Background: an optimization exercise with open tools, aiming at small area. Do not read the settings as production practice. The RTL was checked by simulation tests, not by an equivalence proof against the original design. No activity file was given, so power comes from the tool's default toggle rates.

## job 101
Design axi_line_bridge, start of the top module:
module axi_line_bridge #(
  parameter int LINE_WIDTH = 512
) (
  input  logic                  clk,
  input  logic                  rst,
  input  logic                  i_rreq,
  input  logic [31:0]           i_raddr,
  output logic                  i_rdone,
  output logic [LINE_WIDTH-1:0] i_rline,
  input  logic                  d_rreq,
  input  logic [31:0]           d_raddr,
  output logic                  d_rdone,
  output logic [LINE_WIDTH-1:0] d_rline,
  input  logic                  d_wreq,
  input  logic [31:0]           d_waddr,
  input  logic [LINE_WIDTH-1:0] d_wline,
  output logic                  d_wdone,
  output logic [31:0]           araddr,
  output logic [7:0]            arlen,
  output logic [2:0]            arsize,
  output logic [1:0]            arburst,
  output logic                  arvalid,
  input  logic                  arready,
  input  logic [31:0]           rdata,
  input  logic                  rlast,
  input  logic [1:0]            rresp,
  input  logic                  rvalid,
  output logic                  rready,
  output logic [31:0]           awaddr,
  output logic [7:0]            awlen,
  output logic [2:0]            awsize,
  output logic [1:0]            awburst,
  output logic                  awvalid,
  input  logic                  awready,
  output logic [31:0]           wdata,
  output logic [3:0]            wstrb,
  output logic                  wlast,
  output logic                  wvalid,
  input  logic                  wready,
  input  logic [1:0]            bresp,
  input  logic                  bvalid,
  output logic                  bready,
  output logic                  axi_err
);
==> flow/config.mk <==
export PLATFORM = sky130hd
export DESIGN_NAME = axi_line_bridge
export DESIGN_NICKNAME = axi_line_bridge
export VERILOG_FILES = /design/flow/design.v
export SDC_FILE = /design/flow/constraint.sdc
export NUM_CORES = 4
export LEC_CHECK = 0
export CAP_MARGIN = 10
export CORE_AREA = 10 10 510 510
export DIE_AREA = 0 0 520 520
export PLACE_DENSITY = 0.85
export SLEW_MARGIN = 10
==> flow/constraint.sdc <==
create_clock -name core_clock -period 5.0 [get_ports {clk}]
set_input_delay 1.0000 -clock core_clock [delete_from_list [all_inputs] [get_ports {clk}]]
set_output_delay 1.0000 -clock core_clock [all_outputs]
set_load 0.01 [all_outputs]
standard.sh (not shown) runs the stock make flow with config.mk's settings and CLKGATE_MAP_FILE= SYNTH_SCRIPT=/design/flow/synth_recipe.tcl, a recipe that flattens the netlist after the stock synthesis.
==> flow/flow/run.sh <==
#!/bin/bash
# Standard synthesis, then the write-data select re-mapped (flow/remux.py),
# then the standard layout with the port buffers made of the smallest buffer
# cell, one tie cell per constant value and clock tree synthesis without
# dummy balancing loads; each data bit's pins are kept together (flow/pins.tcl).
set -euo pipefail
here=$(pwd)
export BUFFER_PORTS_ARGS="-buffer_cell sky130_fd_sc_hd__buf_1"
export SKIP_REPAIR_TIE_FANOUT=1
export PRE_IO_PLACEMENT_TCL=$here/flow/pins.tcl
export CTS_ARGS="-sink_clustering_enable -repair_clock_nets -dont_use_dummy_load -sink_clustering_size 25 -sink_clustering_max_diameter 150"
bash standard.sh synth > flow_synth.log 2>&1
res=$here/orfs/results/$FLOW_PLATFORM/axi_line_bridge/base
cp $res/1_2_yosys.v $here/yosys_orig.v
python3 $here/flow/remux.py $here/yosys_orig.v $res/1_2_yosys.v > remux.log 2>&1
rm -f $res/1_synth.odb $res/1_synth.sdc
bash standard.sh finish > flow_make.log 2>&1
Other scripts of this flow, unchanged in this note and not shown: flow/flow/pins.tcl, flow/flow/remux.py
The flow did not stop early for job 101: all stages ran, and the layout cleared the timing, design-rule and antenna checks.
Changes in job 102 relative to job 101:
-- flow/flow/run.sh --
<<< job 101, line 9
export SKIP_REPAIR_TIE_FANOUT=1
export PRE_IO_PLACEMENT_TCL=$here/flow/pins.tcl
export CTS_ARGS="-sink_clustering_enable -repair_clock_nets -dont_use_dummy_load -sink_clustering_size 25 -sink_clustering_max_diameter 150"
bash standard.sh synth > flow_synth.log 2>&1
res=$here/orfs/results/$FLOW_PLATFORM/axi_line_bridge/base
>>> job 102, line 9
export SKIP_REPAIR_TIE_FANOUT=1
export PRE_IO_PLACEMENT_TCL=$here/flow/pins.tcl
export CTS_ARGS="-sink_clustering_enable -repair_clock_nets -dont_use_dummy_load -sink_clustering_size 30 -sink_clustering_max_diameter 200"
bash standard.sh synth > flow_synth.log 2>&1
res=$here/orfs/results/$FLOW_PLATFORM/axi_line_bridge/base
-- flow/config.mk --
<<< job 101, line 9
export CORE_AREA = 10 10 510 510
export DIE_AREA = 0 0 520 520
export PLACE_DENSITY = 0.85
export SLEW_MARGIN = 10
>>> job 102, line 9
export CORE_AREA = 10 10 510 510
export DIE_AREA = 0 0 520 520
export PLACE_DENSITY = 0.65
export SLEW_MARGIN = 10
## What came out
Changes observed in job 102 relative to job 101: global-route wire length before repair grew by about 5.6%, via count of the routed design held steady, critical path depth shrank by 1, design area shrank by about 0.7%, setup slack grew by 0.17 ns.
Comparing job 101 with job 102, the cell count came out essentially unchanged.
Power density over the cells on job 102 is down relative to job 101.
Initial antenna violation count is lower on job 101
Share of the core filled with cells: job 101 vs job 102 — no meaningful difference
When the final numbers for job 101 and job 102 were put side by side, the global-route met1 utilization turned out to be smaller in job 101.
Comparing job 101 and job 102, the higher routed length on met3 was measured on job 101.
Input changes introduced in job 103 (baseline for comparison: job 102):
-- flow/config.mk --
<<< job 102, line 7
export LEC_CHECK = 0
export CAP_MARGIN = 10
export CORE_AREA = 10 10 510 510
export DIE_AREA = 0 0 520 520
export PLACE_DENSITY = 0.65
export SLEW_MARGIN = 10
>>> job 103, line 7
export LEC_CHECK = 0
export CAP_MARGIN = 10
export CORE_AREA = 10 10 470 470
export DIE_AREA = 0 0 480 480
export PLACE_DENSITY = 0.4
export SLEW_MARGIN = 10
Findings:
Run status, job 103: aborted in I/O pin placement, error PPL-0024. Compared with job 102, job 103 shows die outline height lower by 7.7%. Job 103 ends up with lower number of placement rows than job 102 does. Changes observed in job 103 relative to job 102: post-synthesis area per instance roughly the same; initial core utilization has increased.

========
## try-garnet
axi_line_bridge, a different RTL version from the one above (not shown whole).
Size: ~1600 cells after synthesis, roughly 500 flip-flops, ~1800 I/O pins, ~0.023 mm^2 of cells after synthesis.
Settings: LEC_CHECK=0, CAP_MARGIN=20, CORE_AREA=10 10 510 510, DIE_AREA=0 0 520 520, PLACE_DENSITY=0.4, SLEW_MARGIN=20; clock period 5.0 ns.
==> flow/flow/run.sh <==
#!/bin/bash
# Standard layout, with the port buffers made of the smallest buffer cell and
# clock tree synthesis without dummy balancing loads.
set -euo pipefail
export BUFFER_PORTS_ARGS="-buffer_cell sky130_fd_sc_hd__buf_1"
export CTS_ARGS="-sink_clustering_enable -repair_clock_nets -dont_use_dummy_load -sink_clustering_size 22 -sink_clustering_max_diameter 120"
bash standard.sh finish > flow_make.log 2>&1
#### Input delta (try-delta over try-garnet)
-- flow/flow/run.sh --
<<< try-garnet, line 2
# Standard layout, with the port buffers made of the smallest buffer cell and
# clock tree synthesis without dummy balancing loads.
>>> try-delta, line 2
# Standard layout, with the port buffers made of the smallest buffer cell,
# clock tree synthesis without dummy balancing loads, and power (size)
# recovery after global routing.
<<< try-garnet, line 7
>>> try-delta, line 8
export RECOVER_POWER=100
Notes after the runs:
What the final checks of try-delta revealed, after a flow that finished every stage, was a layout that fails on capacitance limit, slew limit.
Overall power of try-delta falls short of that of try-garnet slightly.
Diff try-delta and try-garnet: share of power burned in registers higher in try-delta
In try-delta, the proportion of layout cells with a drive suffix above 1 came out 0.52 points below the value in try-garnet.
#### Input delta (try-xenon over try-delta)
==> flow/flow/run.sh <==
#!/bin/bash
# Standard layout, with the port buffers made of the smallest buffer cell and
# clock tree synthesis without dummy balancing loads.
set -euo pipefail
export BUFFER_PORTS_ARGS="-buffer_cell sky130_fd_sc_hd__buf_1"
export CTS_ARGS="-sink_clustering_enable -repair_clock_nets -dont_use_dummy_load -sink_clustering_size 30 -sink_clustering_max_diameter 80"
bash standard.sh finish > flow_make.log 2>&1
Every stage of the flow completed for try-xenon, and the final layout passed the timing, design-rule and antenna checks. Global-route usage across try-xenon and try-delta: no real change. Comparing try-xenon and try-delta, the higher critical-path maximum fanout was measured on try-delta. Initial standard-cell utilization of the core delta (try-delta -> try-xenon): insignificant. try-xenon vs. try-delta: power up about 3%; global-route wire length before repair barely changed; post-cts repair resize count roughly the same; share of the clock period used by the worst path after layout has decreased; detailed route wirelength on metal3 has increased. met1 usage across try-xenon and try-delta: no real change. try-delta -> try-xenon: largest net degree at the start of global routing delta 0, exact match. The final standard cell count with taps included and fillers excluded was comparable across try-xenon and try-delta.

## afterwards: timing with drivers on the ports
In the flow no input, the clock included, has a driving cell. The finished layouts below were timed again as built, in two steps.
Step 1 (the two cells are an assumption about what drives the block):
set clk [get_ports {clk}]
set_driving_cell -lib_cell sky130_fd_sc_hd__clkbuf_16 $clk
set_driving_cell -lib_cell sky130_fd_sc_hd__buf_2 [delete_from_list [all_inputs] $clk]
Step 2 also shifts input and output timing later by t, the mid clock arrival at the registers, as if the neighbouring blocks saw the same clock.
Slacks: ideal ports / drivers / drivers and shift; pairs: ideal ports / drivers.
| run | t (ns) | setup slack, ns | clock arrival spread, ns | cell pins on the clock port's net |
|---|---|---|---|---|
| job 101 | 0.736 | 0.490 / 0.402 / 1.139 | 0.061 / 0.061 | 1 |
| job 102 | 0.722 | 0.663 / 0.575 / 1.297 | 0.072 / 0.071 | 1 |
| try-garnet | 0.691 | 0.452 / 0.392 / 0.815 | 0.121 / 0.121 | 1 |
| try-delta | 0.686 | 0.179 / 0.121 / 0.324 | 0.116 / 0.116 | 1 |
| try-xenon | 0.724 | 0.393 / 0.335 / 0.940 | 0.094 / 0.094 | 1 |
